Source: an optimization exercise on an open RTL-to-GDS flow (aim: small area, a short achievable clock period and few clock cycles per item). Production flows keep margins and buffers that such runs may drop.
RTL that was checked went through simulation tests only; none was proved equivalent to the original.
No functional check of the RTL was part of runs 4 to 6.

==> design/flow/run.sh <==
#!/bin/bash
# synth_recipe.tcl (not shown) runs the flow's synth.tcl, then flattens the netlist and writes it again
# the make line also repeats each setting of config.mk as NAME=value (left out here)
make -C /OpenROAD-flow-scripts/flow DESIGN_CONFIG=/design/flow/config.mk WORK_HOME=/design/flow/orfs CLKGATE_MAP_FILE= SYNTH_SCRIPT=/design/flow/synth_recipe.tcl finish
==> design/flow/constraint.sdc <==
create_clock -name core_clock -period 10.0 [get_ports {clk}]
set_input_delay 2.0000 -clock core_clock [delete_from_list [all_inputs] [get_ports {clk}]]
set_output_delay 2.0000 -clock core_clock [all_outputs]
set_load 0.01 [all_outputs]
==> design/flow/design.v <==
package rsa_pkg;
  localparam int PW_DEF  = 16;
  localparam int NW_DEF  = 2 * PW_DEF;
  localparam int DIV_LAT = NW_DEF;
endpackage
import rsa_pkg::*;
module rsa_seq_div
#(
  parameter int W = rsa_pkg::DIV_LAT
) (
  input  logic         clk,
  input  logic         rst,
  input  logic         start,
  input  logic [W-1:0] dividend,
  input  logic [W-1:0] divisor,
  output logic [W-1:0] quot,
  output logic [W-1:0] rem,
  output logic         done
);
  localparam int CW = $clog2(W + 1);
  logic [W-1:0]  rem_q, quo_q, dsr_q;
  logic [CW-1:0] cnt;
  logic          active;
  logic [W-1:0]  src_rem, src_quo, src_dsr, nxt_rem, nxt_quo;
  logic [W:0]    trial;
  logic          qbit;
  always_comb begin
    src_rem = start ? '0       : rem_q;
    src_quo = start ? dividend : quo_q;
    src_dsr = start ? divisor  : dsr_q;
    trial   = {src_rem, src_quo[W-1]};
    if (trial >= {1'b0, src_dsr}) begin
      nxt_rem = W'(trial - {1'b0, src_dsr});
      qbit    = 1'b1;
    end else begin
      nxt_rem = trial[W-1:0];
      qbit    = 1'b0;
    end
    nxt_quo = {src_quo[W-2:0], qbit};
  end
  always_ff @(posedge clk) begin
    if (rst) begin
      active <= 1'b0;
      done   <= 1'b0;
      cnt    <= '0;
    end else begin
      done <= 1'b0;
      if (start) begin
        active <= 1'b1;
        cnt    <= CW'(1);
      end else if (active) begin
        cnt <= cnt + CW'(1);
        if (cnt == CW'(W - 1)) begin
          active <= 1'b0;
          done   <= 1'b1;
        end
      end
    end
  end
  always_ff @(posedge clk) begin
    if (start || active) begin
      rem_q <= nxt_rem;
      quo_q <= nxt_quo;
    end
    if (start) dsr_q <= divisor;
  end
  assign quot = quo_q;
  assign rem  = rem_q;
endmodule
module rsa_key_setup
#(
  parameter int PW = rsa_pkg::PW_DEF
) (
  input  logic            clk,
  input  logic            rst,
  input  logic            start,
  input  logic [PW-1:0]   p,
  input  logic [PW-1:0]   q,
  input  logic [2*PW-1:0] ext_e,
  output logic            busy,
  output logic            done,
  output logic [2*PW-1:0] n,
  output logic [2*PW-1:0] e_o,
  output logic [2*PW-1:0] d,
  output logic            invalid
);
  logic        in_idle, in_mul, in_gcd;
  logic [2:0]  cnt;
  logic        borrow, case2, pqbad, phiodd, first, ltf;
  logic [31:0] phr;           
  logic [32:0] a, t;
  logic [32:0] ca1, ct1, ct2;
  logic        ca2s;          
  logic [32:0] ca2;
  assign ca2 = {ca2s, d};
  logic        tz;            
  logic [1:0]  dct, dca;      
  logic        dmx;           
  logic        h2r;           
  function automatic logic [35:0] ks36(input logic [35:0] x, input logic [35:0] y);
    logic [35:0] g, p, gg, pp, g2, p2;
    g = x & y;
    p = x ^ y;
    gg = g;
    pp = p;
    for (int k = 1; k < 36; k = k * 2) begin
      g2 = gg;
      p2 = pp;
      for (int i = k; i < 36; i++) begin
        g2[i] = gg[i] | (pp[i] & gg[i-k]);
        p2[i] = pp[i] & pp[i-k];
      end
      gg = g2;
      pp = p2;
    end
    ks36 = p ^ {gg[34:0], 1'b0};
  endfunction
  logic        swap, h2;
  logic [33:0] va_x, va_y, va_sum;
  logic [35:0] va_ks;
  logic        va_zero;
  logic [32:0] t_next;
  always_comb begin
    va_x   = {t[32], t};
    va_y   = {a[32], a};
    va_ks  = ks36({{2{va_x[33]}}, va_x}, {{2{va_y[33]}}, va_y});
    va_sum = va_ks[33:0];
    va_zero = ((va_x ^ va_y) == {(va_x[32:0] | va_y[32:0]), 1'b0});
    h2     = h2r;
    if (t[0]) t_next = h2 ? {va_sum[33], va_sum[33:2]} : va_sum[33:1];
    else      t_next = h2 ? {{2{t[32]}}, t[32:2]} : {t[32], t[32:1]};
    swap   = t[0] & (va_sum[33] != t[32]);
  end
  function automatic logic [34:0] add4(input logic [34:0] x,
                                       input logic [34:0] y, input logic en_y,
                                       input logic [34:0] z, input logic en_z, input logic en_w,
                                       input logic neg_z);
    logic [34:0] yy, zx, zz, ww, s1v, c1v, s2v, c2v;
    logic [35:0] r;
    yy  = en_y ? y : 35'd0;
    zx  = neg_z ? ~z : z;
    zz  = en_z ? zx : 35'd0;
    ww  = en_w ? {zx[33:0], neg_z} : 35'd0;
    s1v = x ^ yy ^ zz;
    c1v = {(x[33:0] & yy[33:0]) | (x[33:0] & zz[33:0]) | (yy[33:0] & zz[33:0]), 1'b0};
    s2v = s1v ^ c1v ^ ww;
    c2v = {(s1v[33:0] & c1v[33:0]) | (s1v[33:0] & ww[33:0]) | (c1v[33:0] & ww[33:0]), en_z & neg_z};
    r   = ks36({s2v, 1'b1}, {c2v, en_w & neg_z});
    add4 = r[35:1];
  endfunction
  logic        yen1, zen1, zng1, wa1, yen2, zen2, zng2, wa2, wb;
  logic        sh2;
  logic [34:0] m1, m2, s1, s2;
  logic [1:0]  dct_n, dca_n;
  logic        par_n, sig_n, h2_n, p2q_n, odd_i, h2_i, bor_n;
  always_comb begin
    m1  = {3'b000, e_o};
    m2  = {3'b111, phr};
    sh2 = in_mul | (in_gcd & h2r);
    s1 = add4({{2{ct1[32]}}, ct1}, {{2{ca1[32]}}, ca1}, yen1, m1, zen1, wa1 ^ (wb & zng1), zng1);
    s2 = add4({{2{ct2[32]}}, ct2}, {{2{ca2[32]}}, ca2}, yen2, m2, zen2, wa2 ^ (wb & zng1), zng2);
    dct_n = case2 ? (sh2 ? s2[3:2] : s2[2:1]) : (sh2 ? s1[3:2] : s1[2:1]);
    dca_n = swap ? dct : dca;
    par_n = dct_n[0] ^ (t_next[0] & dca_n[0]);
    sig_n = ~(case2 ? s2[34] : s1[34]);
    h2_n  = t_next[0] ? (t_next[1] ^ (swap ? t[1] : a[1])) : ~t_next[1];
    p2q_n = dct_n[1] ^ (t_next[0] & dca_n[1]) ^ (par_n & dmx)
          ^ (dct_n[0] | (t_next[0] & dca_n[0]));
    bor_n = borrow & ~ct2[0] & ~ct2[1];
    odd_i = a[0] & s2[2];
    h2_i  = a[0] ? (s2[2] ? (s2[3] ^ a[1]) : ~s2[3]) : ~a[1];
  end
  always_ff @(posedge clk) begin
    t    <= t_next;
    tz   <= t[0] & va_zero;
    ct1  <= {s1[34], sh2 ? s1[33:2] : s1[32:1]};
    ct2  <= {s2[34], sh2 ? s2[33:2] : s2[32:1]};
    dct  <= dct_n;
    h2r  <= h2_n;
    yen1 <= t_next[0];  zen1 <= par_n;  zng1 <= sig_n;   wa1 <= h2_n & p2q_n;
    yen2 <= t_next[0];  zen2 <= par_n;  zng2 <= ~sig_n;  wa2 <= h2_n & p2q_n;
    wb   <= h2_n & par_n;
    if (rst) begin
      in_idle <= 1'b1;
      in_mul  <= 1'b0;
      in_gcd  <= 1'b0;
      busy    <= 1'b0;
      done    <= 1'b0;
      invalid <= 1'b0;
      n       <= '0;
      e_o     <= '0;
      d       <= '0;
    end else begin
      done <= 1'b0;
      if (in_idle) begin
        busy <= 1'b0;
        if (start && !busy) begin
          busy    <= 1'b1;
          a       <= {1'b0, ext_e};
          e_o     <= {p, 16'd0};
          phr     <= {~(p - 16'd2), 16'd0};
          ct1     <= {17'd0, q};
          ct2     <= {17'd0, q};
          borrow  <= 1'b1;
          pqbad   <= (p < 16'd2) || (q < 16'd2) || (p == q);
          phiodd  <= ~p[0] & ~q[0];
          yen1    <= 1'b0;  zen1 <= q[0];   wa1 <= q[1];              zng1 <= 1'b0;
          yen2    <= 1'b0;  zen2 <= ~q[0];  wa2 <= q[1] ^ ~q[0];      zng2 <= 1'b0;
          wb      <= 1'b0;
          cnt     <= '0;
          in_idle <= 1'b0;
          in_mul  <= 1'b1;
        end
      end
      else if (in_mul) begin
        borrow <= bor_n;
        cnt    <= cnt + 3'd1;
        yen1   <= 1'b0;  zen1 <= s1[2];          wa1 <= s1[3];                      zng1 <= 1'b0;
        yen2   <= 1'b0;  zen2 <= s2[2] ^ bor_n;  wa2 <= s2[3] ^ (bor_n & ~s2[2]);   zng2 <= 1'b0;
        wb     <= 1'b0;
        if (cnt == 3'd7) begin
          in_mul <= 1'b0;
          n      <= s1[33:2];
          phr    <= s2[33:2];
          e_o    <= a[31:0];
          if (pqbad || (a[31:1] == 31'd0) || (!a[0] && !phiodd)) begin
            done    <= 1'b1;
            invalid <= 1'b1;
            d       <= '0;
            in_idle <= 1'b1;
          end else begin
            case2 <= ~a[0];
            tz    <= 1'b0;
            first <= 1'b1;
            dca   <= 2'b00;
            dct   <= 2'b11;
            dmx   <= a[0] ? a[1] : ~s2[3];
            h2r   <= h2_i;
            yen1  <= odd_i;  zen1 <= 1'b1;  zng1 <= 1'b0;
            yen2  <= odd_i;  zen2 <= 1'b1;  zng2 <= 1'b1;
            wa1   <= h2_i & (a[0] ? a[1] : ~s2[3]);
            wa2   <= h2_i & (a[0] ? a[1] : ~s2[3]);
            wb    <= h2_i;
            if (a[0]) begin
              t    <= s2[34:2];
              ca1  <= '0;
              ct1  <= {33{1'b1}};
              ca2s <= 1'b1;
              d    <= {32{1'b1}};
              ct2  <= '0;
            end else begin
              a    <= s2[34:2];
              t    <= a;
              ca1  <= {33{1'b1}};
              ct1  <= '0;
              ca2s <= 1'b0;
              d    <= 32'd0;
              ct2  <= {33{1'b1}};
            end
            in_gcd <= 1'b1;
          end
        end
      end
      else if (in_gcd) begin
        first <= 1'b0;
        if (first) ltf <= va_sum[33];
        if (tz) begin
          done    <= 1'b1;
          in_gcd  <= 1'b0;
          in_idle <= 1'b1;
          if (ltf && (a == {33{1'b1}})) begin
            invalid <= 1'b0;
            d       <= s2[31:0];
          end else begin
            invalid <= 1'b1;
            d       <= '0;
          end
        end else begin
          if (t[0] & va_zero) begin
            yen1 <= 1'b0;  zen1 <= 1'b0;  zng1 <= 1'b0;  wa1 <= 1'b0;
            yen2 <= 1'b1;  zen2 <= swap ? ct2[32] : ca2s;  zng2 <= 1'b1;  wa2 <= 1'b0;
            wb   <= 1'b0;
          end
          if (swap) begin
            a    <= t;
            ca1  <= ct1;
            ca2s <= ct2[32];
            d    <= ct2[31:0];
            dca  <= dct;
          end
        end
      end
    end
  end
endmodule
==> design/flow/config.mk <==
export PLATFORM = sky130hd
export DESIGN_NAME = rsa_key_setup
export DESIGN_NICKNAME = rsa_key_setup
export VERILOG_FILES = /design/flow/design.v
export SDC_FILE = /design/flow/constraint.sdc
export NUM_CORES = 4
export LEC_CHECK = 0
export CAP_MARGIN = 20
export CORE_MARGIN = 2
export CORE_UTILIZATION = 40
export SETUP_SLACK_MARGIN = 5
export SLEW_MARGIN = 20
==> summary.txt, run 1 <==
initial core utilization=0.403; Synth Cell Area=0.0259 mm2; Slowest-stage cell, CP=fa_1; reg2reg start=zng2; Clock Path Buffers=3; post-synthesis simple-gate area fraction=0.156; Clock Skew=0.0202 ns; Slew HR=0.239; clk slew on worst S/H paths=0.06 ns; Post-synth ARST share=0; Fin. Hold Viols=0; Sink Count=325; r2r setup slk=5.08 ns; layout cells sized above 1=0.0942; Reg-to-Reg End=a[32]; Slew Viols, Final=0; DR vias=23400; CTS tree=yes; Final Util=0.478; Synth Flop Type=dfxtp_1; worst slew pin tran=1.13 ns; die area=0.0668 mm2; DRT met1 WL=39.7 mm; Syn Area/Cell=8.58 um2; worst-case reg-to-reg path depth=18; Die X=258 um; number of flops mapped to enable cells by yosys=111; final setup violation count=0; xor/xnor share of the synthesized area=0.0761; Syn Nets=3361; die height=258 um; status=no timing/DRC/antenna violations; post-synth top area share=0.165; Synth Area in Compound Gates=0.189; Synth area leaders=dfxtp_1, edfxtp_1, fa_1, ha_1, nand2_1; PortBufs=165; routed wire length=96.3 mm; metal3 WL=7.27 mm; WP buf/inv=3; vias in the first global route=23300; Hold Startpoint=n[6]; Placed Area=0.0283 mm2; I/O Pins=166; setup TNS=0 ns; Antenna Cells=0; Setup crit end kind=flop; critical path class=flop to flop; max layer used=met4; nets=3462; crit-path max cell delay=0.51 ns; biggest area consumer among synthesized cells=dfxtp_1; Hold WC Path Type=flop to flop; Final Cycle Share=0.492; Layout area overhead=18.6%; core area=0.0642 mm2; CP arrival=5.22 ns; Critical Path Fanout Max=13; maxcap violations=0; initial antenna violation count=2; CP Launch Type=flop; minimum clock period=4.92 ns; Global Route Usage Sum=0.283; flops & latches, synth=325; Vias/cell=5.85; count of unique library cells instantiated by Yosys=93; clock latency on the worst-skew pair=0.59 ns; detailed placer's ending HPWL=70.2 mm; hold path cells=2; CP Cell Sequence=buf_12 > buf_4 > xor2_1 > nand2_1 > fa_1 > inv_1 > fa_1 > ha_2 > nand4_1 > a211o_1 > a211o_1 > and2_1 > a21oi_4 > nand2_1 > a221oi_4 > xnor2_2 > a2bb2oi_1 > nor2_1; Req. time, crit path=10.30 ns; post-synthesis mux area share=0.0418; drt wl/cell=24.0 um; first-pass GRT wire length=144 mm; routability cong.=0.985; RSZ-0062 raised after global routing=yes; DRC=0; Synth warnings=1; register area share after synthesis=0.294; Rows=93; H-tree levels=2; Top Family by Delay on Critical Path=compound AO/OA/AOI/OAI gates; Antenna Nets Post-Route=0; largest family of logic cells by synthesized area=compound AO/OA/AOI/OAI gates; DRT Pass-1 Iters=7; largest net degree at the start of global routing=91; Initial DRC Count=1992; design area=0.0307 mm2; post-synthesis cell count=3019; Adder-Cell Fraction of Synth Area=0.171; Hold EP=n[6]; wire length on met2=43.5 mm; maximum clock frequency=203 MHz; total gr overflow=0; Clock Tree Root=clkbuf_16; CTS Buf Count=40
cell usage after synthesis, drive strengths merged (10+ instances only):
cell type,n
mux2i,54
o21ai,181
nor3,26
o21bai,13
a222oi,11
o21a,12
buf,45
a22oi,55
xnor2,88
nand4,33
ha,142
o31ai,10
nand2,414
fa,133
clkbuf,126
or2,10
nand2b,18
a21o,58
mux2,12
a211oi,42
a221oi,35
and3,12
inv,311
dfxtp,214
mux4,18
xor2,137
nor2b,20
a31oi,25
nand3,39
a21oi,162
and2,59
nor4,24
o211ai,36
or3,10
nor2,203
edfxtp,111
a221o,14
o221ai,11
metrics by stage:
step	hold WS, ns	cells	setup WS, ns
2_1_floorplan	0.428	3019	5.16
3_3_place_gp	0.441	3901	4.22
3_5_place_dp	0.446	3901	4.20
4_1_cts	0.454	3982	5.01
5_1_grt	0.479	4007	4.90
6_report	0.452	4007	5.08
cells by family after synthesis:
family                   Yosys count
multiplexers                      84
XOR/XNOR                         225
AO/OA/AOI/OAI                    732
flip-flops                       325
buffers and inverters            482
AND/OR/NAND/NOR                  896
adder cells (fa/ha/maj)          275
sequential cells by signal (all words and copies together), names as in the netlist, 3 cells and up:
| name | cells |
|---|---|
| ca1 | 33 |
| phr | 32 |
| t | 33 |
| ct1 | 33 |
| ct2 | 33 |
| a | 33 |
| cnt | 3 |
| n | 32 |
| e_o | 32 |
| d | 32 |
layout make-up:
| cell class | count | area [um2] |
|---|---|---|
| Sequential cell | 325 | 7640 |
| Fill cell | 6249 | 33500 |
| Inverter | 311 | 1170 |
| Clock buffer | 54 | 1220 |
| Tap cell | 855 | 1070 |
| Clock inverter | 20 | 278 |
| Multi-Input combinational cell | 2212 | 17000 |
| Timing Repair Buffer | 230 | 2300 |
tightest hold or removal path, stage by stage (launching register included):
cell and delay (ns):
dfxtp_1 0.30, nand2_1 0.05, a21oi_1 0.05
how the worst max path moves through the flow:
stage               start  endpoint  slack (ns)  depth (start not counted)
floorplan            zng1   ct1[31]        5.16                         18
global placement     zng1       wa1        4.22                         16
detailed placement   zng1       wa1        4.20                         16
CTS                  zng2     a[13]        5.01                         15
global route         zng2     a[32]        4.90                         18
finish               zng2     a[32]        5.08                         18
cell usage in the layout, fill, tap and decap left out, types with 47 or more instances in the layout:
| cell type | instances |
|---|---|
| buf_4 | 54 |
| dfxtp_1 | 207 |
| o21ai_0 | 171 |
| clkdlybuf4s50_1 | 164 |
| ha_1 | 135 |
| nor2_1 | 196 |
| inv_1 | 311 |
| mux2i_1 | 54 |
| and2_1 | 56 |
| xnor2_1 | 69 |
| a21o_1 | 57 |
| nand2_1 | 411 |
| fa_1 | 133 |
| a22oi_1 | 55 |
| xor2_1 | 124 |
| a21oi_1 | 149 |
| clkbuf_16 | 47 |
| edfxtp_1 | 111 |
routing by layer:
layer | vias to the layer above | GRT usage
met5 | - | 0
met4 | 0 | 0.144
met3 | 228 | 0.0536
met2 | 1012 | 0.453
met1 | 11600 | 0.365
li1 | 10600 | -
timing repair:
action                     in CTS  in global routing
pin swaps                       5                 13
setup endpoints to repair     211                110
cloned                          1                  3
hold endpoints to repair        0                  0
hold buffers                    0                  0
buffers inserted                6                 21
gates resized for setup        31                 72
Testbench counts, summed over its fixed seeds: cycles 44,928, keys 1,200.
==> run 2: changes to the inputs <==
--- a/design/flow/config.mk
+++ b/design/flow/config.mk
@@ -5,6 +5,7 @@
 export SDC_FILE = /design/flow/constraint.sdc
 export NUM_CORES = 4
 export LEC_CHECK = 0
+export ABC_AREA = 1
 export CAP_MARGIN = 20
 export CORE_MARGIN = 2
 export CORE_UTILIZATION = 40
==> run 2 against run 1 <==
Still clean. Hold slack better by 0.044 ns. Clock skew up 0.0013 ns. Count of clock-buffer cells in the layout up 3. Cell count up 15%. Critical endpoint is now ct1[26].
==> summary.txt, run 2 <==
worst slew pin tran=1.28 ns (+0.144 ns); detailed placer's ending HPWL=80.6 mm (+15%); Slew HR=0.143 (-0.0964); RSZ-0062 raised after global routing=yes; design area=0.0309 mm2 (+0.53%); Slowest-stage cell, CP=fa_1; crit-path max cell delay=0.53 ns (+0.02 ns); Top Family by Delay on Critical Path=adder cells; die area=0.0690 mm2 (+3.3%); Final Util=0.468 (-0.0102); initial core utilization=0.406 (+0.00255); post-synth top area share=0.160 (-0.00540); nets=4073 (+18%); core area=0.0660 mm2 (+2.7%); CP arrival=5.24 ns (+0.02 ns); placed cells=4536 (+16%); final setup violation count=0 (unchanged); layout cells sized above 1=0.0641 (-0.0302); biggest area consumer among synthesized cells=dfxtp_1; die height=263 um (+1.6%); total gr overflow=0 (unchanged); Final Cycle Share=0.479 (-0.0131); initial antenna violation count=2 (unchanged); Fin. Hold Viols=0 (unchanged); DR vias=25900 (+11%); CTS tree=yes; non-filler instance count after layout=4627 (+15%); maxcap violations=0 (unchanged); Syn Area/Cell=7.38 um2 (-14%); hold buffer count at CTS=0 (unchanged); routability cong.=1.04 (+5.8%); first-pass GRT wire length=157 mm (+8.9%); top cells by count, synth=nand2_1, inv_1, nor2_1; Slew Viols, Final=0 (unchanged); I/O Pins=166 (unchanged); Syn Nets=3969 (+18%); met2 Use GR=0.468 (+0.0155); most frequent cells in the layout=nand2_1, inv_1, nor2_1, o21ai_0, dfxtp_1; most common cell after layout, fill and taps aside=nand2_1; Clock Skew=0.0215 ns (+0.00128 ns); Synth warnings=1 (unchanged); Setup crit end kind=flop; GRT busiest layer=met2; drt wl/cell=22.8 um (-5.1%); Vias/cell=5.60 (-4.2%); DRT Pass-1 Iters=6 (-1); PortBufs=165 (unchanged); Placement Setup Slack=4.13 ns (-0.0693 ns); Req. time, crit path=10.46 ns (+0.16 ns); Synth Flop Type=dfxtp_1; CP Launch Type=flop; Clock Tree Root=clkbuf_16; Critical Path Fanout Max=8 (-5); H-tree levels=2 (unchanged); maximum clock frequency=209 MHz (+2.7%); Worst path most repeated cell=o21ai_0; register area share after synthesis=0.285 (-0.00960); status=no timing/DRC/antenna violations; vias in the first global route=25000 (+7.1%); Global Route Usage Sum=0.300 (+0.0176); largest net degree at the start of global routing=85 (-6.6%); Placed Area=0.0292 mm2 (+3.2%); clk slew on worst S/H paths=0.06 ns (about the same); critical path class=flop to flop; Clock Path Buffers=3 (unchanged); Setup WS post-layout=5.21 ns (+0.131 ns); Die X=263 um (+1.6%); count of unique library cells instantiated by Yosys=69 (-26%); Initial DRC Count=2702 (+36%); Layout area overhead=15.3%; met1 Use GR=0.401 (+0.0362); number of flops mapped to enable cells by yosys=111 (unchanged); setup TNS=0 ns (unchanged); Post-synth ARST share=0 (unchanged); Synth area leaders=dfxtp_1, edfxtp_1, nand2_1, fa_1, inv_1; minimum clock period=4.79 ns (-0.131 ns); WP buf/inv=3 (unchanged); CTS Buf Count=40 (unchanged); routed wire length=105 mm (+9.5%); Sink Count=325 (unchanged); DRC=0 (unchanged); clock latency on the worst-skew pair=0.59 ns (about the same); most common cell in the netlist=nand2_1; post-synthesis cell count=3627 (+20%); Synth Cell Area=0.0268 mm2 (+3.4%); Antenna Nets Post-Route=0 (unchanged); GR Util met3=0.0619 (+0.00834); CP Cell Sequence=buf_4 > xor2_1 > nand2_1 > fa_1 > fa_1 > inv_1 > ha_1 > a21oi_1 > inv_1 > nor2_1 > o21ai_0 > or2_2 > a21oi_1 > o21bai_1 > nand2_1 > nand3_1 > nand3_1 > o21ai_0 > o21ai_0; Hold WC Path Type=flop to flop; flops & latches, synth=325 (unchanged); Rows=94 (+1.1%)
==> run 2: cell types whose count changed after synthesis, moves of 38 or more <==
| cell | before | now |
|---|---|---|
| nand3_1 | 38 | 193 |
| a21oi_1 | 159 | 209 |
| nor2_1 | 203 | 286 |
| nand2_1 | 413 | 739 |
| xor2_1 | 137 | 95 |
| and2_1 | 57 | 1 |
| o21ai_0 | 173 | 260 |
| inv_1 | 311 | 537 |
| a21o_1 | 57 | 12 |
| mux2i_1 | 54 | 1 |
| a22oi_1 | 55 | 17 |
==> run 2: final timing paths <==
| check | from | to | depth (start not counted) | slack [ns] |
|---|---|---|---|---|
| worst min register to register | n[16] | n[16] | 2 | 0.50 |
| worst max-delay path | zng1 | ct1[26] | 19 | 5.21 |
| worst max register to register | zng1 | ct1[26] | 19 | 5.21 |
| worst min-delay path | n[16] | n[16] | 2 | 0.50 |
==> run 2: worst register-to-register path: stages, from the launching register on <==
cell      delay, ns
dfxtp_4        0.40
buf_4          0.17
xor2_1         0.46
nand2_1        0.17
fa_1           0.47
fa_1           0.53
inv_1          0.04
ha_1           0.35
a21oi_1        0.22
inv_1          0.07
nor2_1         0.09
o21ai_0        0.10
or2_2          0.33
a21oi_1        0.35
o21bai_1       0.17
nand2_1        0.11
nand3_1        0.12
nand3_1        0.12
o21ai_0        0.09
o21ai_0        0.32
==> run 2: cells by family after synthesis <==
kind of cell / share of synthesized area
buffers and inverters: 0.101
adders and majority gates: 0.166
and+or+nand+nor: 0.219
xor gates and xnor gates: 0.0593
DFF: 0.285
AOI/OAI and AO/OA: 0.169
muxes: 0.000795
==> run 2: what timing repair did <==
action | 4_1_cts | 5_1_grt
gates cloned | 1 | 0
resized for setup | 12 | 18
pin swaps | 1 | 2
buffers inserted | 6 | 10
setup endpoints to repair | 167 | 39
hold endpoints to repair | 0 | 0
==> run 2: metrics by stage <==
stage / hold slack, ns
floorplan: 0.459
global placement: 0.486
detailed placement: 0.479
CTS: 0.500
global route: 0.519
finish: 0.495
==> run 2: area by class of cell <==
| class | count | area, um2 |
|---|---|---|
| diodes | 1 | 2.50 |
| clock buffers | 57 | 1190 |
| inverters | 556 | 2100 |
| repair buffers | 213 | 2070 |
| fillers | 6655 | 35100 |
| clock inverters | 16 | 190 |
| multi-input cells | 2595 | 16600 |
| flip-flops and latches | 325 | 7640 |
| well taps | 864 | 1080 |
==> run 2: layer usage <==
layer,vias up,part of all wire
met2,1173,0.43
li1,12100,-
met1,12400,0.42
met3,262,0.096
met5,-,0
met4,0,0.050
==> run 3: changes to the inputs <==
--- a/design/flow/config.mk
+++ b/design/flow/config.mk
@@ -9,5 +9,6 @@
 export CAP_MARGIN = 20
 export CORE_MARGIN = 2
 export CORE_UTILIZATION = 40
+export CTS_BUF_LIST = sky130_fd_sc_hd__clkbuf_8
 export SETUP_SLACK_MARGIN = 5
 export SLEW_MARGIN = 20
==> run 3 against run 2 <==
First-iteration DRC count decreased by 5.0%. Critical path type unchanged. Highest routed layer is now met5. Clock skew increased by 0.0074 ns. Global-route usage decreased by 0.064 points. Core utilization decreased by 0.17 points.
==> summary.txt, run 3 <==
DRC=0 (unchanged); Synth Cell Area=0.0268 mm2 (unchanged); Synth Flop Type=dfxtp_1; routed wire length=106 mm (about the same); Sink Count=325 (unchanged); placed cells=4536 (unchanged); I/O Pins=166 (unchanged); Req. time, crit path=10.54 ns (+0.08 ns); clk slew on worst S/H paths=0.07 ns (about the same); RSZ-0062 raised after global routing=yes; Filler Cells Inserted=6672 (+0.26%); Synth area leaders=dfxtp_1, edfxtp_1, nand2_1, fa_1, inv_1; most common cell in the netlist=nand2_1; Final Cycle Share=0.491 (+0.0124); vias in the first global route=25200 (+0.87%); Setup WS post-layout=5.09 ns (-0.124 ns); most common cell after layout, fill and taps aside=nand2_1; critical path class=flop to flop; core area=0.0660 mm2 (unchanged); clock latency on the worst-skew pair=0.68 ns (+0.09 ns); WP buf/inv=3 (unchanged); non-filler instance count after layout=4669 (+0.91%); final setup violation count=0 (unchanged); Slew Viols, Final=0 (unchanged); Layout area overhead=14.9%; Post-synth ARST share=0 (unchanged); DRT Pass-1 Iters=5 (-1); Clock Path Buffers=3 (unchanged); maximum clock frequency=204 MHz (-2.5%); setup TNS=0 ns (unchanged); status=no timing/DRC/antenna violations; top cells by count, synth=nand2_1, inv_1, nor2_1; initial antenna violation count=5 (+3); die height=263 um (unchanged); worst slew pin tran=1.27 ns (-0.00700 ns); Placed Area=0.0292 mm2 (unchanged); DR vias=26200 (+0.90%); CP arrival=5.45 ns (+0.21 ns); crit-path max cell delay=0.64 ns (+0.11 ns); Top Family by Delay on Critical Path=simple AND/OR/NAND/NOR gates; Setup crit end kind=flop; initial core utilization=0.406 (unchanged); Vias/cell=5.60 (about the same); Worst path most repeated cell=nand2_1; CTS tree=yes; flops & latches, synth=325 (unchanged); largest net degree at the start of global routing=85 (unchanged); Slew HR=0.147 (+0.00427); Clock Tree Root=clkbuf_8; CTS Buf Count=61 (+53%); design area=0.0308 mm2 (-0.36%); count of unique library cells instantiated by Yosys=69 (unchanged); Critical Path Fanout Max=9 (+1); hold buffer count at CTS=0 (unchanged); Syn Area/Cell=7.38 um2 (unchanged); drt wl/cell=22.6 um (-0.81%); Placement Setup Slack=4.13 ns (unchanged); Fin. Hold Viols=0 (unchanged); post-synth top area share=0.160 (unchanged); area of the multi-input gates=0.0166 mm2 (unchanged); register area share after synthesis=0.285 (unchanged); Die X=263 um (unchanged); number of flops mapped to enable cells by yosys=111 (unchanged); nets=4095 (+0.54%); minimum clock period=4.91 ns (+0.124 ns); Antenna Nets Post-Route=0 (unchanged); routability cong.=1.04 (unchanged); Final Util=0.466 (-0.00169); most frequent cells in the layout=nand2_1, inv_1, nor2_1, o21ai_0, dfxtp_1; Rows=94 (unchanged); Global Route Usage Sum=0.300 (-0.000637); Syn Nets=3969 (unchanged); post-synthesis cell count=3627 (unchanged); H-tree levels=2 (unchanged); PortBufs=165 (unchanged); Clock Skew=0.0289 ns (+0.00739 ns); Reg area=0.00764 mm2 (unchanged); Synth warnings=1 (unchanged); Initial DRC Count=2568 (-5.0%); Slowest-stage cell, CP=o21ai_0; die area=0.0690 mm2 (unchanged); maxcap violations=0 (unchanged); biggest area consumer among synthesized cells=dfxtp_1; CP Launch Type=flop; CP Cell Sequence=buf_4 > xor2_1 > nand2_1 > fa_1 > fa_1 > inv_1 > ha_1 > nand2_1 > nor2_1 > inv_1 > nor2_1 > nand2_1 > o21ai_0 > nand2_1 > nand2_1 > o22ai_1 > or2_2; total gr overflow=0 (unchanged); layout cells sized above 1=0.0710 (+0.00693); detailed placer's ending HPWL=80.6 mm (unchanged); first-pass GRT wire length=157 mm (about the same); Hold WC Path Type=flop to flop; Min Hold Slack=0.499 ns (+0.00348 ns)
[run 3: changes by cell type in the layout (fill, tap and decap cells not counted), moves of 2 or more]
cell	before	now
clkbuf_8	2	75
inv_6	3	0
clkinv_2	5	11
clkinvlp_4	4	2
clkbuf_16	45	0
clkbuf_1	10	0
inv_1	532	555
buf_4	42	44
[run 3: timing repair]
item | in CTS | in global routing
buffers inserted | 5 | 12
cloned | 1 | 0
endpoints found under the setup margin | 164 | 34
resized for setup | 12 | 15
pin swaps | 1 | 2
[run 3: cell families (layout without fill, tap and decap cells)]
kind of cell    after synthesis  after routing  synth area share
simple gates               1380           1380             0.219
buf+inv                     708            883             0.101
compound gates              760            760             0.169
flops                       325            325             0.285
other cells                   0              2                 0
xor+xnor                    177            178            0.0593
fa+ha+maj                   275            275             0.166
mux                           2              2          0.000795
[run 3: final timing paths]
path / startpoint / endpoint / slack (ns) / depth (start not counted)
setup reg to reg: zng2 / t[26] / 5.09 / 17
setup / recovery: zng2 / t[26] / 5.09 / 17
hold / removal: n[16] / n[16] / 0.50 / 2
hold reg to reg: n[16] / n[16] / 0.50 / 2
[run 3: final cells by class]
cell class / instances / share of cell area
antenna: 2 / 0.000163
clock buffer: 75 / 0.0336
clock inverter: 38 / 0.00765
inverter: 556 / 0.0683
multi-input combinational: 2595 / 0.540
sequential: 325 / 0.248
tap: 864 / 0.0351
timing repair buffer: 214 / 0.0674
[run 3: routing by layer]
metal | GRT usage | wire length [um] | part of all wire | up-vias
met4 | 0.128 | 5100 | 0.048 | 4
met2 | 0.469 | 46100 | 0.44 | 1249
met5 | 0 | 25 | 0.00024 | -
met1 | 0.403 | 44400 | 0.42 | 12500
li1 | - | - | - | 12200
met3 | 0.0584 | 9880 | 0.094 | 247
[run 3: tightest hold or removal path, stage by stage, from the launching register on]
cell	delay (ns)
dfxtp_1	0.33
o211ai_1	0.10
inv_1	0.05
==> run 4: changes to the inputs <==
--- a/design/flow/design.v
+++ b/design/flow/design.v
@@ -84,7 +84,7 @@
   output logic [2*PW-1:0] d,
   output logic            invalid
 );
-  logic        in_idle, in_mul, in_gcd;
+  logic        in_idle, in_mul, in_swp, in_gcd;
   logic [2:0]  cnt;
   logic        borrow, case2, pqbad, phiodd, first, ltf;
   logic [31:0] phr;           
@@ -167,8 +167,8 @@
     p2q_n = dct_n[1] ^ (t_next[0] & dca_n[1]) ^ (par_n & dmx)
           ^ (dct_n[0] | (t_next[0] & dca_n[0]));
     bor_n = borrow & ~ct2[0] & ~ct2[1];
-    odd_i = a[0] & s2[2];
-    h2_i  = a[0] ? (s2[2] ? (s2[3] ^ a[1]) : ~s2[3]) : ~a[1];
+    odd_i = s2[2];
+    h2_i  = s2[2] ? (s2[3] ^ a[1]) : ~s2[3];
   end
   always_ff @(posedge clk) begin
     t    <= t_next;
@@ -183,6 +183,7 @@
     if (rst) begin
       in_idle <= 1'b1;
       in_mul  <= 1'b0;
+      in_swp  <= 1'b0;
       in_gcd  <= 1'b0;
       busy    <= 1'b0;
       done    <= 1'b0;
@@ -231,36 +232,52 @@
           end else begin
             case2 <= ~a[0];
             tz    <= 1'b0;
-            first <= 1'b1;
+            t     <= s2[34:2];
             dca   <= 2'b00;
             dct   <= 2'b11;
-            dmx   <= a[0] ? a[1] : ~s2[3];
-            h2r   <= h2_i;
-            yen1  <= odd_i;  zen1 <= 1'b1;  zng1 <= 1'b0;
-            yen2  <= odd_i;  zen2 <= 1'b1;  zng2 <= 1'b1;
-            wa1   <= h2_i & (a[0] ? a[1] : ~s2[3]);
-            wa2   <= h2_i & (a[0] ? a[1] : ~s2[3]);
-            wb    <= h2_i;
             if (a[0]) begin
-              t    <= s2[34:2];
-              ca1  <= '0;
-              ct1  <= {33{1'b1}};
-              ca2s <= 1'b1;
-              d    <= {32{1'b1}};
-              ct2  <= '0;
+              first <= 1'b1;
+              dmx   <= a[1];
+              h2r   <= h2_i;
+              yen1  <= odd_i;  zen1 <= 1'b1;  zng1 <= 1'b0;
+              yen2  <= odd_i;  zen2 <= 1'b1;  zng2 <= 1'b1;
+              wa1   <= h2_i & a[1];
+              wa2   <= h2_i & a[1];
+              wb    <= h2_i;
+              ca1   <= '0;
+              ct1   <= {33{1'b1}};
+              ca2s  <= 1'b1;
+              d     <= {32{1'b1}};
+              ct2   <= '0;
+              in_gcd <= 1'b1;
             end else begin
-              a    <= s2[34:2];
-              t    <= a;
-              ca1  <= {33{1'b1}};
-              ct1  <= '0;
-              ca2s <= 1'b0;
-              d    <= 32'd0;
-              ct2  <= {33{1'b1}};
+              in_swp <= 1'b1;
             end
-            in_gcd <= 1'b1;
           end
         end
       end
+      else if (in_swp) begin
+        in_swp <= 1'b0;
+        in_gcd <= 1'b1;
+        first  <= 1'b1;
+        a      <= t;
+        t      <= a;
+        dmx    <= ~t[1];
+        h2r    <= ~a[1];
+        yen1   <= 1'b0;  zen1 <= 1'b1;  zng1 <= 1'b0;
+        yen2   <= 1'b0;  zen2 <= 1'b1;  zng2 <= 1'b1;
+        wa1    <= ~a[1] & ~t[1];
+        wa2    <= ~a[1] & ~t[1];
+        wb     <= ~a[1];
+        ca1    <= {33{1'b1}};
+        ct1    <= '0;
+        ca2s   <= 1'b0;
+        d      <= 32'd0;
+        ct2    <= {33{1'b1}};
+        dca    <= 2'b00;
+        dct    <= 2'b11;
+        tz     <= 1'b0;
+      end
       else if (in_gcd) begin
         first <= 1'b0;
         if (first) ltf <= va_sum[33];
==> design/flow/config.mk (replaced) <==
export PLATFORM = sky130hd
export DESIGN_NAME = rsa_key_setup
export DESIGN_NICKNAME = rsa_key_setup
export VERILOG_FILES = /design/flow/design.v
export SDC_FILE = /design/flow/constraint.sdc
export NUM_CORES = 4
export LEC_CHECK = 0
export CAP_MARGIN = 20
export CORE_MARGIN = 2
export CORE_UTILIZATION = 40
export SETUP_SLACK_MARGIN = 5
export SLEW_MARGIN = 20
==> run 4 against run 3 <==
Synthesized area is 3.7% lower. Wire length fell by 10%. Critical endpoint is now zng2. Critical path depth grew 1. Critical path type unchanged. Sequential cell count is 1 higher. Worst setup slack got worse by 0.063 ns. Largest cell class unchanged. Still clean on timing, DRC and antenna. Non-clock buffer count increased by 8. Via count shrank 12%. Cell area down 0.91%. Synthesized cell count fell by 17%.
==> summary.txt, run 4 <==
status=no timing/DRC/antenna violations; Final Cycle Share=0.497 (+0.00626); count of unique library cells instantiated by Yosys=86 (+25%); r2r setup slk=5.03 ns (-0.06 ns); biggest area consumer among synthesized cells=dfxtp_1; clock latency on the worst-skew pair=0.59 ns (-0.09 ns); setup TNS=0 ns (unchanged); Global Route Usage Sum=0.279 (-0.0209); maximum clock frequency=201 MHz (-1.3%); CP Launch Type=flop; routed wire length=94.7 mm (-10%); largest net degree at the start of global routing=76 (-11%); Synth Cell Area=0.0258 mm2 (-3.7%); Slew HR=0.241 (+0.0944); Hold WC Path Type=flop to flop; die area=0.0665 mm2 (-3.7%); most common cell after layout, fill and taps aside=nand2_1; Clock Tree Root=clkbuf_16; Synth warnings=1 (unchanged); Slew Viols, Final=0 (unchanged); final setup violation count=0 (unchanged); Post-synth ARST share=0 (unchanged); DRC=0 (unchanged); maxcap violations=0 (unchanged); critical path class=flop to flop; Critical Path Fanout Max=8 (-1); CTS Buf Count=42 (-31%); worst-case reg-to-reg path depth=18 (+1); first-pass GRT wire length=141 mm (-10%); Syn Area/Cell=8.60 um2 (+17%); hold buffer count at CTS=0 (unchanged); clk slew on worst S/H paths=0.06 ns (about the same); reg2reg start=zng2; hold path cells=2 (unchanged); most common cell in the netlist=nand2_1; Layout area overhead=18.3%; PortBufs=165 (unchanged); routability cong.=0.948 (-9.1%); detailed placer's ending HPWL=68.8 mm (-15%); most frequent cells in the layout=nand2_1, inv_1, dfxtp_1, a21oi_1, nor2_1; Req. time, crit path=10.50 ns (-0.04 ns); Min Hold Slack=0.455 ns (-0.0443 ns); total gr overflow=0 (unchanged); Synth area leaders=dfxtp_1, edfxtp_1, fa_1, ha_1, nand2_1; Fin. Hold Viols=0 (unchanged); vias in the first global route=22400 (-11%); drt wl/cell=23.7 um (+4.8%); Syn Nets=3337 (-16%); DR vias=23000 (-12%); Hold EP=n[11]; Hold Startpoint=n[11]; Clock Skew=0.0224 ns (-0.00645 ns); H-tree levels=2 (unchanged); Synth Flop Type=dfxtp_1; Die X=258 um (-1.9%); layout cells sized above 1=0.0892 (+0.0182); Rows=93 (-1.1%); post-synthesis cell count=2994 (-17%); Initial DRC Count=2377 (-7.4%); flops & latches, synth=326 (+0.31%); Sink Count=326 (+0.31%); CP arrival=5.47 ns (+0.02 ns); Antenna Nets Post-Route=0 (unchanged); CTS tree=yes; Reg-to-Reg End=zng2; Vias/cell=5.75 (+2.6%); I/O Pins=166 (unchanged); top cells by count, synth=nand2_1, inv_1, dfxtp_1; Clock Path Buffers=3 (unchanged); RSZ-0062 raised after global routing=yes; initial core utilization=0.402 (-0.00383); worst slew pin tran=1.13 ns (-0.140 ns); nets=3449 (-16%); register area share after synthesis=0.296 (+0.0118); die height=258 um (-1.9%); DRT Pass-1 Iters=6 (+1); initial antenna violation count=2 (-3); Setup crit end kind=flop; core area=0.0641 mm2 (-2.8%); number of flops mapped to enable cells by yosys=111 (unchanged); Final Util=0.475 (+0.00921); post-synth top area share=0.167 (+0.00700); minimum clock period=4.97 ns (+0.0626 ns)
## run 4: cell count changes after synthesis, sizes merged, moves of 56 or more
cell / previous run / this run
nand2: 759 / 394
nand3: 198 / 42
mux2i: 1 / 57
nor2: 290 / 198
o21ai: 288 / 150
inv: 550 / 309
## run 4: logic make-up after synthesis
family / Yosys count / synth area share
AOI/OAI and AO/OA: 690 / 0.175
DFF: 326 / 0.296
adders and majority gates: 276 / 0.173
buffers and inverters: 467 / 0.0690
xor gates and xnor gates: 230 / 0.0782
and+or+nand+nor: 910 / 0.161
muxes: 95 / 0.0481
## run 4: critical path, stage by stage (launching register included)
cell       delay [ns]
dfxtp_4          0.43
buf_12           0.19
xor2_1           0.21
nand2_1          0.10
fa_1             0.51
inv_1            0.07
fa_1             0.46
ha_1             0.41
o211ai_1         0.15
nand2_1          0.19
o31ai_4          0.13
o32ai_4          0.42
o2111ai_2        0.24
a211oi_2         0.42
o31ai_2          0.14
mux2i_2          0.17
buf_4            0.18
a211o_1          0.30
a32oi_1          0.14
## run 4: worst max path at each step
stage,from,endpoint,slack [ns]
4_1_cts,zng2,phr[31],5.00
3_3_place_gp,zng1,zng2,4.15
6_report,zng2,zng2,5.03
2_1_floorplan,zng2,phr[31],5.11
3_5_place_dp,zng1,zng2,4.08
5_1_grt,zng2,wa2,4.88
## run 4: what timing repair did
item | 4_1_cts | 5_1_grt
pin swaps | 2 | 15
setup buffers | 1 | 14
gates resized for setup | 36 | 62
setup endpoints to repair | 133 | 86
cloned | 3 | 1
## run 4: per-layer routing
layer,vias to the layer above,global-route usage,routed length (um)
li1,10500,-,-
met1,11200,0.388,40800
met2,1072,0.432,41900
met3,185,0.0523,8340
met4,2,0.100,3710
met5,-,0,12
## run 4: layout make-up
type,count,area (um2)
well taps,855,1070
diodes,1,2.50
repair buffers,222,2180
clock inverters,24,235
inverters,312,1170
fillers,6148,33600
flip-flops and latches,326,7650
clock buffers,53,1200
multi-input cells,2202,17000
## run 4: stage by stage
| step | cell area (um2) | worst slack (ns) | cells |
|---|---|---|---|
| 5_1_grt | 30500 | 4.88 | 3994 |
| 3_3_place_gp | 28200 | 4.15 | 3898 |
| 6_report | 30500 | 5.03 | 3995 |
| 2_1_floorplan | 25800 | 5.11 | 2994 |
| 3_5_place_dp | 28200 | 4.08 | 3898 |
| 4_1_cts | 29900 | 5.00 | 3979 |
==> run 5: changes to the inputs <==
--- a/design/flow/config.mk
+++ b/design/flow/config.mk
@@ -5,6 +5,7 @@
 export SDC_FILE = /design/flow/constraint.sdc
 export NUM_CORES = 4
 export LEC_CHECK = 0
+export ABC_AREA = 1
 export CAP_MARGIN = 20
 export CORE_MARGIN = 2
 export CORE_UTILIZATION = 40
==> run 5 against run 4 <==
Cell area up 2.2%. Core utilization shrank 1.1 points. Highest routed layer is now met4. Global-route usage grew 1.8 points. Register-to-register slack better by 0.19 ns.
==> summary.txt, run 5 <==
register area share after synthesis=0.283 (-0.0139); setup TNS=0 ns (unchanged); layout cells sized above 1=0.0684 (-0.0208); Adder-Cell Fraction of Synth Area=0.165 (-0.00809); DR vias=26200 (+14%); number of flops mapped to enable cells by yosys=111 (unchanged); Syn Area/Cell=7.31 um2 (-15%); Antenna Cells=0 (-1); Worst path most repeated cell=nand2_1; PortBufs=165 (unchanged); Die X=264 um (+2.4%); Layout area overhead=15.3%; largest family of logic cells by synthesized area=simple AND/OR/NAND/NOR gates; die area=0.0697 mm2 (+4.8%); Synth area leaders=dfxtp_1, edfxtp_1, nand2_1, fa_1, inv_1; DRC=0 (unchanged); initial core utilization=0.403 (+0.00134); post-synthesis cell count=3699 (+24%); Slew HR=0.209 (-0.0323); Vias/cell=5.57 (-3.1%); flops & latches, synth=326 (unchanged); crit-path max cell delay=0.50 ns (about the same); routability cong.=1.01 (+6.5%); Slowest-stage cell, CP=fa_1; die height=264 um (+2.4%); minimum clock period=4.78 ns (-0.193 ns); xor/xnor share of the synthesized area=0.0550 (-0.0232); WP buf/inv=3 (unchanged); Placement Setup Slack=4.13 ns (+0.0456 ns); drt wl/cell=22.4 um (-5.3%); Antenna Nets Post-Route=0 (unchanged); Synth Flop Type=dfxtp_1; most frequent cells in the layout=nand2_1, inv_1, nor2_1, o21ai_0, a21oi_1; clock latency on the worst-skew pair=0.60 ns (about the same); critical path class=flop to flop; maxcap violations=0 (unchanged); count of unique library cells instantiated by Yosys=68 (-21%); CP Launch Type=flop; Clock Path Buffers=3 (unchanged); Setup crit end kind=flop; Fin. Hold Viols=0 (unchanged); CTS Buf Count=41 (-2.4%); most common cell in the netlist=nand2_1; Hold WC Path Type=flop to flop; Clock Tree Root=clkbuf_16; RSZ-0062 raised after global routing=yes; post-synthesis mux area share=0.000370 (-0.0477); Post-synth ARST share=0 (unchanged); maximum clock frequency=209 MHz (+4.0%); I/O Pins=166 (unchanged); worst slew pin tran=1.18 ns (+0.0481 ns); Sink Count=326 (unchanged); Synth Area in Compound Gates=0.172 (-0.00299); Setup WS post-layout=5.22 ns (+0.193 ns); CP Cell Sequence=buf_12 > xor2_2 > nand2_1 > fa_1 > fa_1 > inv_1 > ha_1 > a21oi_1 > inv_1 > a21oi_1 > a21boi_0 > nor2_1 > nor2_1 > o21ai_2 > xor2_1 > or2_2 > nand2_1 > o21bai_1 > nand2_1; H-tree levels=2 (unchanged); Slew Viols, Final=0 (unchanged); Synth Cell Area=0.0270 mm2 (+4.9%); top cells by count, synth=nand2_1, inv_1, nor2_1; Req. time, crit path=10.53 ns (+0.03 ns); most common cell after layout, fill and taps aside=nand2_1; hold buffer count at CTS=0 (unchanged); post-synth top area share=0.159 (-0.00782); Clock Skew=0.0296 ns (+0.00713 ns); Critical Path Fanout Max=30 (+22); Syn Nets=4042 (+21%); vias in the first global route=24800 (+11%); DRT Pass-1 Iters=6 (unchanged); detailed placer's ending HPWL=80.4 mm (+17%); clk slew on worst S/H paths=0.07 ns (about the same); routed wire length=106 mm (+12%); nets=4143 (+20%); core area=0.0670 mm2 (+4.6%); largest net degree at the start of global routing=86 (+13%); CP arrival=5.31 ns (-0.16 ns); biggest area consumer among synthesized cells=dfxtp_1; Rows=95 (+2.2%); Global Route Usage Sum=0.297 (+0.0181); Top Family by Delay on Critical Path=adder cells; final setup violation count=0 (unchanged); first-pass GRT wire length=157 mm (+11%); CTS tree=yes; status=no timing/DRC/antenna violations; Final Util=0.465 (-0.0106); Initial DRC Count=2749 (+16%); post-synthesis simple-gate area fraction=0.222 (+0.0610); total gr overflow=0 (unchanged); Synth warnings=1 (unchanged); Final Cycle Share=0.478 (-0.0193); initial antenna violation count=2 (unchanged)
[run 5: cell count changes in the layout (fill, tap and decap cells not counted), sizes merged, moves of 34 or more]
cell / previous run / this run
nand2: 394 / 792
inv: 311 / 577
nand3: 42 / 182
o21ai: 150 / 270
nor2: 198 / 297
mux2i: 57 / 1
nor2b: 52 / 0
and2: 52 / 3
xor2: 138 / 99
a211oi: 39 / 3
a21oi: 213 / 247
[run 5: cells by family (layout without fill, tap and decap cells)]
logic type | count (synthesis) | in the layout
flip-flops | 326 | 326
AO/OA/AOI/OAI | 782 | 782
multiplexers | 1 | 1
XOR/XNOR | 168 | 168
AND/OR/NAND/NOR | 1415 | 1415
buffers and inverters | 731 | 865
adder cells (fa/ha/maj) | 276 | 276
[run 5: worst paths after layout]
check | from | to | slack [ns] | cells past startpoint
worst max-delay path | zng1 | ct1[24] | 5.22 | 19
worst min-delay path | n[14] | n[14] | 0.49 | 2
worst max register to register | zng1 | ct1[24] | 5.22 | 19
worst min register to register | n[14] | n[14] | 0.49 | 2
[run 5: layout make-up]
class,count,area (um2)
inverter,579,2190
timing repair buffer,210,2070
tap,873,1090
fill,6913,35900
sequential,326,7650
clock inverter,19,130
clock buffer,57,1200
multi-input combinational,2642,16800
[run 5: per-stage QoR]
step | instances | cell area [um2] | hold WS (ns)
4_1_cts | 4697 | 30900 | 0.499
5_1_grt | 4706 | 31200 | 0.525
2_1_floorplan | 3699 | 27000 | 0.476
3_5_place_dp | 4618 | 29500 | 0.482
6_report | 4706 | 31200 | 0.495
3_3_place_gp | 4618 | 29500 | 0.487
[run 5: layer usage]
layer  part of all wire  vias to the layer above  global-route usage  wire, um
met5                  0                        -                   0         0
met4              0.040                        0               0.107      4200
met3              0.092                      153              0.0568      9670
met2               0.42                     1118               0.442     44700
met1               0.45                    12700               0.426     47100
li1                   -                    12300                   -         -
[run 5: worst reg2reg max path, delay by kind of cell, from the launching register on]
kind / cells / cell delay [ns]
adder cells (fa/ha/maj): 3 / 1.33
AND/OR/NAND/NOR: 6 / 0.67
XOR/XNOR: 2 / 0.73
AO/OA/AOI/OAI: 5 / 1.10
flip-flops: 1 / 0.47
buffers and inverters: 3 / 0.41
[run 5: repair_timing]
action | CTS | global route
gates resized for setup | 17 | 35
endpoints found under the setup margin | 204 | 98
pin swaps | 0 | 3
cloned | 0 | 1
setup buffers | 3 | 8
==> run 6: changes to the inputs <==
--- a/design/flow/design.v
+++ b/design/flow/design.v
@@ -86,7 +86,7 @@
 );
   logic        in_idle, in_mul, in_swp, in_gcd;
   logic [2:0]  cnt;
-  logic        borrow, case2, pqbad, phiodd, first, ltf;
+  logic        ex, phx, case2, pqbad, phiodd, first, ltf;
   logic [31:0] phr;           
   logic [32:0] a, t;
   logic [32:0] ca1, ct1, ct2;
@@ -115,6 +115,24 @@
     end
     ks36 = p ^ {gg[34:0], 1'b0};
   endfunction
+  function automatic logic [36:0] ks37(input logic [36:0] x, input logic [36:0] y);
+    logic [36:0] g, p, gg, pp, g2, p2;
+    g = x & y;
+    p = x ^ y;
+    gg = g;
+    pp = p;
+    for (int k = 1; k < 37; k = k * 2) begin
+      g2 = gg;
+      p2 = pp;
+      for (int i = k; i < 37; i++) begin
+        g2[i] = gg[i] | (pp[i] & gg[i-k]);
+        p2[i] = pp[i] & pp[i-k];
+      end
+      gg = g2;
+      pp = p2;
+    end
+    ks37 = p ^ {gg[35:0], 1'b0};
+  endfunction
   logic        swap, h2;
   logic [33:0] va_x, va_y, va_sum;
   logic [35:0] va_ks;
@@ -131,50 +149,51 @@
     else      t_next = h2 ? {{2{t[32]}}, t[32:2]} : {t[32], t[32:1]};
     swap   = t[0] & (va_sum[33] != t[32]);
   end
-  function automatic logic [34:0] add4(input logic [34:0] x,
-                                       input logic [34:0] y, input logic en_y,
-                                       input logic [34:0] z, input logic en_z, input logic en_w,
+  function automatic logic [35:0] add4(input logic [35:0] x,
+                                       input logic [35:0] y, input logic en_y,
+                                       input logic [35:0] z, input logic en_z, input logic en_w,
                                        input logic neg_z);
-    logic [34:0] yy, zx, zz, ww, s1v, c1v, s2v, c2v;
-    logic [35:0] r;
-    yy  = en_y ? y : 35'd0;
+    logic [35:0] yy, zx, zz, ww, s1v, c1v, s2v, c2v;
+    logic [36:0] r;
+    yy  = en_y ? y : 36'd0;
     zx  = neg_z ? ~z : z;
-    zz  = en_z ? zx : 35'd0;
-    ww  = en_w ? {zx[33:0], neg_z} : 35'd0;
+    zz  = en_z ? zx : 36'd0;
+    ww  = en_w ? {zx[34:0], neg_z} : 36'd0;
     s1v = x ^ yy ^ zz;
-    c1v = {(x[33:0] & yy[33:0]) | (x[33:0] & zz[33:0]) | (yy[33:0] & zz[33:0]), 1'b0};
+    c1v = {(x[34:0] & yy[34:0]) | (x[34:0] & zz[34:0]) | (yy[34:0] & zz[34:0]), 1'b0};
     s2v = s1v ^ c1v ^ ww;
-    c2v = {(s1v[33:0] & c1v[33:0]) | (s1v[33:0] & ww[33:0]) | (c1v[33:0] & ww[33:0]), en_z & neg_z};
-    r   = ks36({s2v, 1'b1}, {c2v, en_w & neg_z});
-    add4 = r[35:1];
+    c2v = {(s1v[34:0] & c1v[34:0]) | (s1v[34:0] & ww[34:0]) | (c1v[34:0] & ww[34:0]), en_z & neg_z};
+    r   = ks37({s2v, 1'b1}, {c2v, en_w & neg_z});
+    add4 = r[36:1];
   endfunction
   logic        yen1, zen1, zng1, wa1, yen2, zen2, zng2, wa2, wb;
   logic        sh2;
-  logic [34:0] m1, m2, s1, s2;
+  logic [35:0] m1, m2, s1, s2;
   logic [1:0]  dct_n, dca_n;
-  logic        par_n, sig_n, h2_n, p2q_n, odd_i, h2_i, bor_n;
+  logic        par_n, sig_n, h2_n, p2q_n, odd_i, h2_i;
+  logic [15:0] pm2;
   always_comb begin
-    m1  = {3'b000, e_o};
-    m2  = {3'b111, phr};
-    sh2 = in_mul | (in_gcd & h2r);
-    s1 = add4({{2{ct1[32]}}, ct1}, {{2{ca1[32]}}, ca1}, yen1, m1, zen1, wa1 ^ (wb & zng1), zng1);
-    s2 = add4({{2{ct2[32]}}, ct2}, {{2{ca2[32]}}, ca2}, yen2, m2, zen2, wa2 ^ (wb & zng1), zng2);
+    pm2 = ~(p - 16'd2);
+    m1  = {3'b000, ex, e_o};
+    m2  = {3'b111, phx, phr};
+    sh2 = in_gcd & h2r;
+    s1 = add4({{3{ct1[32]}}, ct1}, {{3{ca1[32]}}, ca1}, yen1, m1, zen1, wa1 ^ (wb & zng1), zng1);
+    s2 = add4({{3{ct2[32]}}, ct2}, {{3{ca2[32]}}, ca2}, yen2, m2, zen2, wa2 ^ (wb & zng1), zng2);
     dct_n = case2 ? (sh2 ? s2[3:2] : s2[2:1]) : (sh2 ? s1[3:2] : s1[2:1]);
     dca_n = swap ? dct : dca;
     par_n = dct_n[0] ^ (t_next[0] & dca_n[0]);
-    sig_n = ~(case2 ? s2[34] : s1[34]);
+    sig_n = ~(case2 ? s2[35] : s1[35]);
     h2_n  = t_next[0] ? (t_next[1] ^ (swap ? t[1] : a[1])) : ~t_next[1];
     p2q_n = dct_n[1] ^ (t_next[0] & dca_n[1]) ^ (par_n & dmx)
           ^ (dct_n[0] | (t_next[0] & dca_n[0]));
-    bor_n = borrow & ~ct2[0] & ~ct2[1];
-    odd_i = s2[2];
-    h2_i  = s2[2] ? (s2[3] ^ a[1]) : ~s2[3];
+    odd_i = s2[3];
+    h2_i  = s2[3] ? (s2[4] ^ a[1]) : ~s2[4];
   end
   always_ff @(posedge clk) begin
     t    <= t_next;
     tz   <= t[0] & va_zero;
-    ct1  <= {s1[34], sh2 ? s1[33:2] : s1[32:1]};
-    ct2  <= {s2[34], sh2 ? s2[33:2] : s2[32:1]};
+    ct1  <= {s1[35], in_mul ? s1[34:3] : sh2 ? s1[33:2] : s1[32:1]};
+    ct2  <= {s2[35], in_mul ? s2[34:3] : sh2 ? s2[33:2] : s2[32:1]};
     dct  <= dct_n;
     h2r  <= h2_n;
     yen1 <= t_next[0];  zen1 <= par_n;  zng1 <= sig_n;   wa1 <= h2_n & p2q_n;
@@ -198,15 +217,19 @@
         if (start && !busy) begin
           busy    <= 1'b1;
           a       <= {1'b0, ext_e};
-          e_o     <= {p, 16'd0};
-          phr     <= {~(p - 16'd2), 16'd0};
-          ct1     <= {17'd0, q};
-          ct2     <= {17'd0, q};
-          borrow  <= 1'b1;
+          e_o     <= {p[14:0], 17'd0};
+          ex      <= p[15];
+          ca1     <= {1'b0, p, 16'd0};
+          phr     <= {pm2[14:0], 17'd0};
+          phx     <= pm2[15];
+          ca2s    <= 1'b1;
+          d       <= {pm2, 16'd0};
+          ct1     <= {15'd0, q, 2'd0};
+          ct2     <= {15'd0, q - 16'd1, 2'd0};
           pqbad   <= (p < 16'd2) || (q < 16'd2) || (p == q);
           phiodd  <= ~p[0] & ~q[0];
-          yen1    <= 1'b0;  zen1 <= q[0];   wa1 <= q[1];              zng1 <= 1'b0;
-          yen2    <= 1'b0;  zen2 <= ~q[0];  wa2 <= q[1] ^ ~q[0];      zng2 <= 1'b0;
+          yen1    <= 1'b0;  zen1 <= 1'b0;  wa1 <= q[0];   zng1 <= 1'b0;
+          yen2    <= 1'b0;  zen2 <= 1'b0;  wa2 <= ~q[0];  zng2 <= 1'b0;
           wb      <= 1'b0;
           cnt     <= '0;
           in_idle <= 1'b0;
@@ -214,15 +237,16 @@
         end
       end
       else if (in_mul) begin
-        borrow <= bor_n;
         cnt    <= cnt + 3'd1;
-        yen1   <= 1'b0;  zen1 <= s1[2];          wa1 <= s1[3];                      zng1 <= 1'b0;
-        yen2   <= 1'b0;  zen2 <= s2[2] ^ bor_n;  wa2 <= s2[3] ^ (bor_n & ~s2[2]);   zng2 <= 1'b0;
+        yen1   <= s1[3];  zen1 <= s1[4];  wa1 <= s1[5];  zng1 <= 1'b0;
+        yen2   <= s2[3];  zen2 <= s2[4];  wa2 <= s2[5];  zng2 <= 1'b0;
         wb     <= 1'b0;
-        if (cnt == 3'd7) begin
+        if (cnt == 3'd5) begin
           in_mul <= 1'b0;
-          n      <= s1[33:2];
-          phr    <= s2[33:2];
+          n      <= s1[34:3];
+          phr    <= s2[34:3];
+          phx    <= 1'b1;
+          ex     <= 1'b0;
           e_o    <= a[31:0];
           if (pqbad || (a[31:1] == 31'd0) || (!a[0] && !phiodd)) begin
             done    <= 1'b1;
@@ -232,7 +256,7 @@
           end else begin
             case2 <= ~a[0];
             tz    <= 1'b0;
-            t     <= s2[34:2];
+            t     <= s2[35:3];
             dca   <= 2'b00;
             dct   <= 2'b11;
             if (a[0]) begin
--- a/design/flow/config.mk
+++ b/design/flow/config.mk
@@ -5,7 +5,6 @@
 export SDC_FILE = /design/flow/constraint.sdc
 export NUM_CORES = 4
 export LEC_CHECK = 0
-export ABC_AREA = 1
 export CAP_MARGIN = 20
 export CORE_MARGIN = 2
 export CORE_UTILIZATION = 40
==> run 6 against run 5 <==
Still clean on timing, DRC and antenna. Clock skew shrank 0.0048 ns. Core utilization is 1.6 points higher. Synthesized area up 1.4%. Wire length increased by 0.97%. Register-to-register slack worse by 0.23 ns. Worst setup slack got worse by 0.23 ns.
==> summary.txt, run 6 <==
status=no timing/DRC/antenna violations; initial antenna violation count=3 (+1); initial core utilization=0.406 (+0.00291); CP Launch Type=flop; most frequent cells in the layout=nand2_1, inv_1, o21ai_0, a21oi_1, dfxtp_1; Setup WS post-layout=4.99 ns (-0.232 ns); Placed Area=0.0298 mm2 (+1.2%); post-synth top area share=0.157 (-0.00225); Hold EP=n[20]; Reg-to-Reg End=ct2[30]; Fin. Hold Viols=0 (unchanged); Hold WC Path Type=flop to flop; worst slew pin tran=1.21 ns (+0.0281 ns); DRC=0 (unchanged); critical path class=flop to flop; Synth Cell Area=0.0274 mm2 (+1.4%); top cells by count, synth=nand2_1, inv_1, o21ai_0; Antenna Nets Post-Route=0 (unchanged); reg2reg start=zng2; register area share after synthesis=0.280 (-0.00290); flops & latches, synth=327 (+0.31%); Synth warnings=1 (unchanged); RSZ-0062 raised after global routing=yes; Layout area overhead=18.4%; Slew Viols, Final=0 (unchanged); Slew HR=0.195 (-0.0140); biggest area consumer among synthesized cells=dfxtp_1; Setup crit end kind=flop; Clock Path Buffers=3 (unchanged); number of flops mapped to enable cells by yosys=112 (+0.90%); die height=266 um (+0.70%); Min Hold Slack=0.452 ns (-0.0430 ns); Vias/cell=5.97 (+7.1%); DR vias=26000 (-0.79%); Syn Nets=3691 (-8.7%); detailed placer's ending HPWL=77.6 mm (-3.5%); drt wl/cell=24.5 um (+9.0%); CTS tree=yes; DRT Pass-1 Iters=6 (unchanged); I/O Pins=166 (unchanged); r2r setup slk=4.99 ns (-0.23 ns); post-synthesis cell count=3342 (-9.7%); CP Cell Sequence=bufbuf_16 > xor2_2 > and2_1 > fa_1 > fa_1 > ha_2 > a21o_1 > a211oi_2 > a21oi_2 > a2111o_1 > buf_4 > a21oi_2 > o21ai_2 > o311ai_4 > xnor2_2 > a21oi_1 > a211oi_1; Global Route Usage Sum=0.295 (-0.00199); first-pass GRT wire length=158 mm (+0.41%); Rows=95 (unchanged); clock latency on the worst-skew pair=0.60 ns (about the same); Clock Skew=0.0248 ns (-0.00477 ns); Critical Path Fanout Max=10 (-67%); nets=3798 (-8.3%); H-tree levels=2 (unchanged); count of unique library cells instantiated by Yosys=94 (+38%); hold buffer count at CTS=0 (unchanged); Synth area leaders=dfxtp_1, edfxtp_1, fa_1, nand2_1, ha_1; maximum clock frequency=200 MHz (-4.6%); CP arrival=5.49 ns (+0.18 ns); Hold Startpoint=n[20]; Slowest-stage cell, CP=a2111o_1; most common cell in the netlist=nand2_1; worst-case reg-to-reg path depth=17 (-2); total gr overflow=0 (unchanged); clk slew on worst S/H paths=0.06 ns (about the same); minimum clock period=5.01 ns (+0.232 ns); vias in the first global route=24700 (-0.64%); Placement Setup Slack=4.22 ns (+0.0928 ns); CTS Buf Count=43 (+4.9%); Die X=266 um (+0.70%)
[run 6: cell count changes in the layout (fill, tap and decap cells not counted), sizes merged, moves of 40 or more]
| cell | change |
|---|---|
| nor2 | -85 |
| inv | -270 |
| buf | +41 |
| nand2 | -294 |
| nand3 | -142 |
| and2 | +44 |
| xnor2 | +40 |
[run 6: cells by family after synthesis]
logic type / synth area share
flip-flops: 0.280
buffers and inverters: 0.0691
XOR/XNOR: 0.0794
adder cells (fa/ha/maj): 0.166
multiplexers: 0.0270
AND/OR/NAND/NOR: 0.162
AO/OA/AOI/OAI: 0.217
[run 6: metal layers]
layer	vias to the layer above	global-route usage	wire (um)
met1	12600	0.393	43700
met2	1343	0.451	46700
met3	251	0.0756	11300
met4	6	0.128	4960
li1	11800	-	-
met5	-	0	38
[run 6: layout make-up]
class                           instances  area, um2
Timing Repair Buffer                  255       2450
Multi-Input combinational cell       2521      18500
Antenna cell                            1       2.50
Tap cell                              873       1090
Inverter                              301       1130
Sequential cell                       327       7690
Fill cell                            6587      35100
Clock buffer                           58       1280
Clock inverter                         22        263
[run 6: how the worst max path moves through the flow]
stage | startpoint | end | slack, ns | depth (start not counted)
after detailed placement | zng1 | ct2[31] | 4.22 | 17
after global routing | zng1 | ct1[29] | 4.85 | 17
final | zng2 | ct2[30] | 4.99 | 17
after floorplan | zng1 | ct1[29] | 5.01 | 19
after global placement | zng1 | d[29] | 4.38 | 17
after CTS | zng2 | ct2[17] | 4.92 | 17
[run 6: repair_timing]
item | in CTS | in global routing
setup endpoints to repair | 134 | 118
endpoints found under the hold margin | 0 | 0
buffers inserted | 5 | 34
gates cloned | 3 | 3
pin swaps | 2 | 30
resized for setup | 29 | 101
[run 6: stage by stage]
stage / util / instances
5_1_grt: 0.481 / 4357
6_report: 0.481 / 4358
2_1_floorplan: - / 3342
3_3_place_gp: 0.442 / 4231
3_5_place_dp: 0.442 / 4231
4_1_cts: 0.468 / 4319
[run 6: worst max-delay path, delay by kind of cell, from the launching register on]
| kind | cells | cell delay, ns |
|---|---|---|
| AO/OA/AOI/OAI | 9 | 2.12 |
| adder cells (fa/ha/maj) | 3 | 1.30 |
| flip-flops | 1 | 0.38 |
| XOR/XNOR | 2 | 0.40 |
| buffers and inverters | 2 | 0.51 |
| AND/OR/NAND/NOR | 1 | 0.18 |

separate check: timing with driven ports:
The flow's constraints put no driver on any port. The routed layouts listed below were extracted and timed again, unchanged, in two steps. Step 1 assumes that a clkbuf_16 drives the clock port and a buf_2 every other input. Step 2 adds t to the input delays and takes it off the output delays; t is the mean of the earliest and latest rising clock arrival at the registers after step 1. Input paths then give back, and output paths get back, about the clock's delay inside the block. a / b / c = ideal / step 1 / step 2; a / b = the first two.
run	t (ns)	slack for setup (ns)	worst register clock-pin slew, ns	cell pins on the clock port's net
run 1	0.642	5.082 / 5.082 / 4.573	0.07 / 0.07	1
run 2	0.648	5.213 / 5.213 / 4.736	0.07 / 0.07	1
run 3	0.718	5.089 / 5.089 / 4.469	0.08 / 0.08	1
run 4	0.641	5.026 / 5.026 / 4.756	0.07 / 0.07	1
run 5	0.644	5.220 / 5.220 / 4.640	0.07 / 0.07	1
run 6	0.647	4.988 / 4.988 / 4.504	0.07 / 0.07	1
After both steps every run listed still meets setup and hold. The setup slack of run 3, which loses most, moves by 0.000 ns with the drivers and by -0.620 ns with both steps.
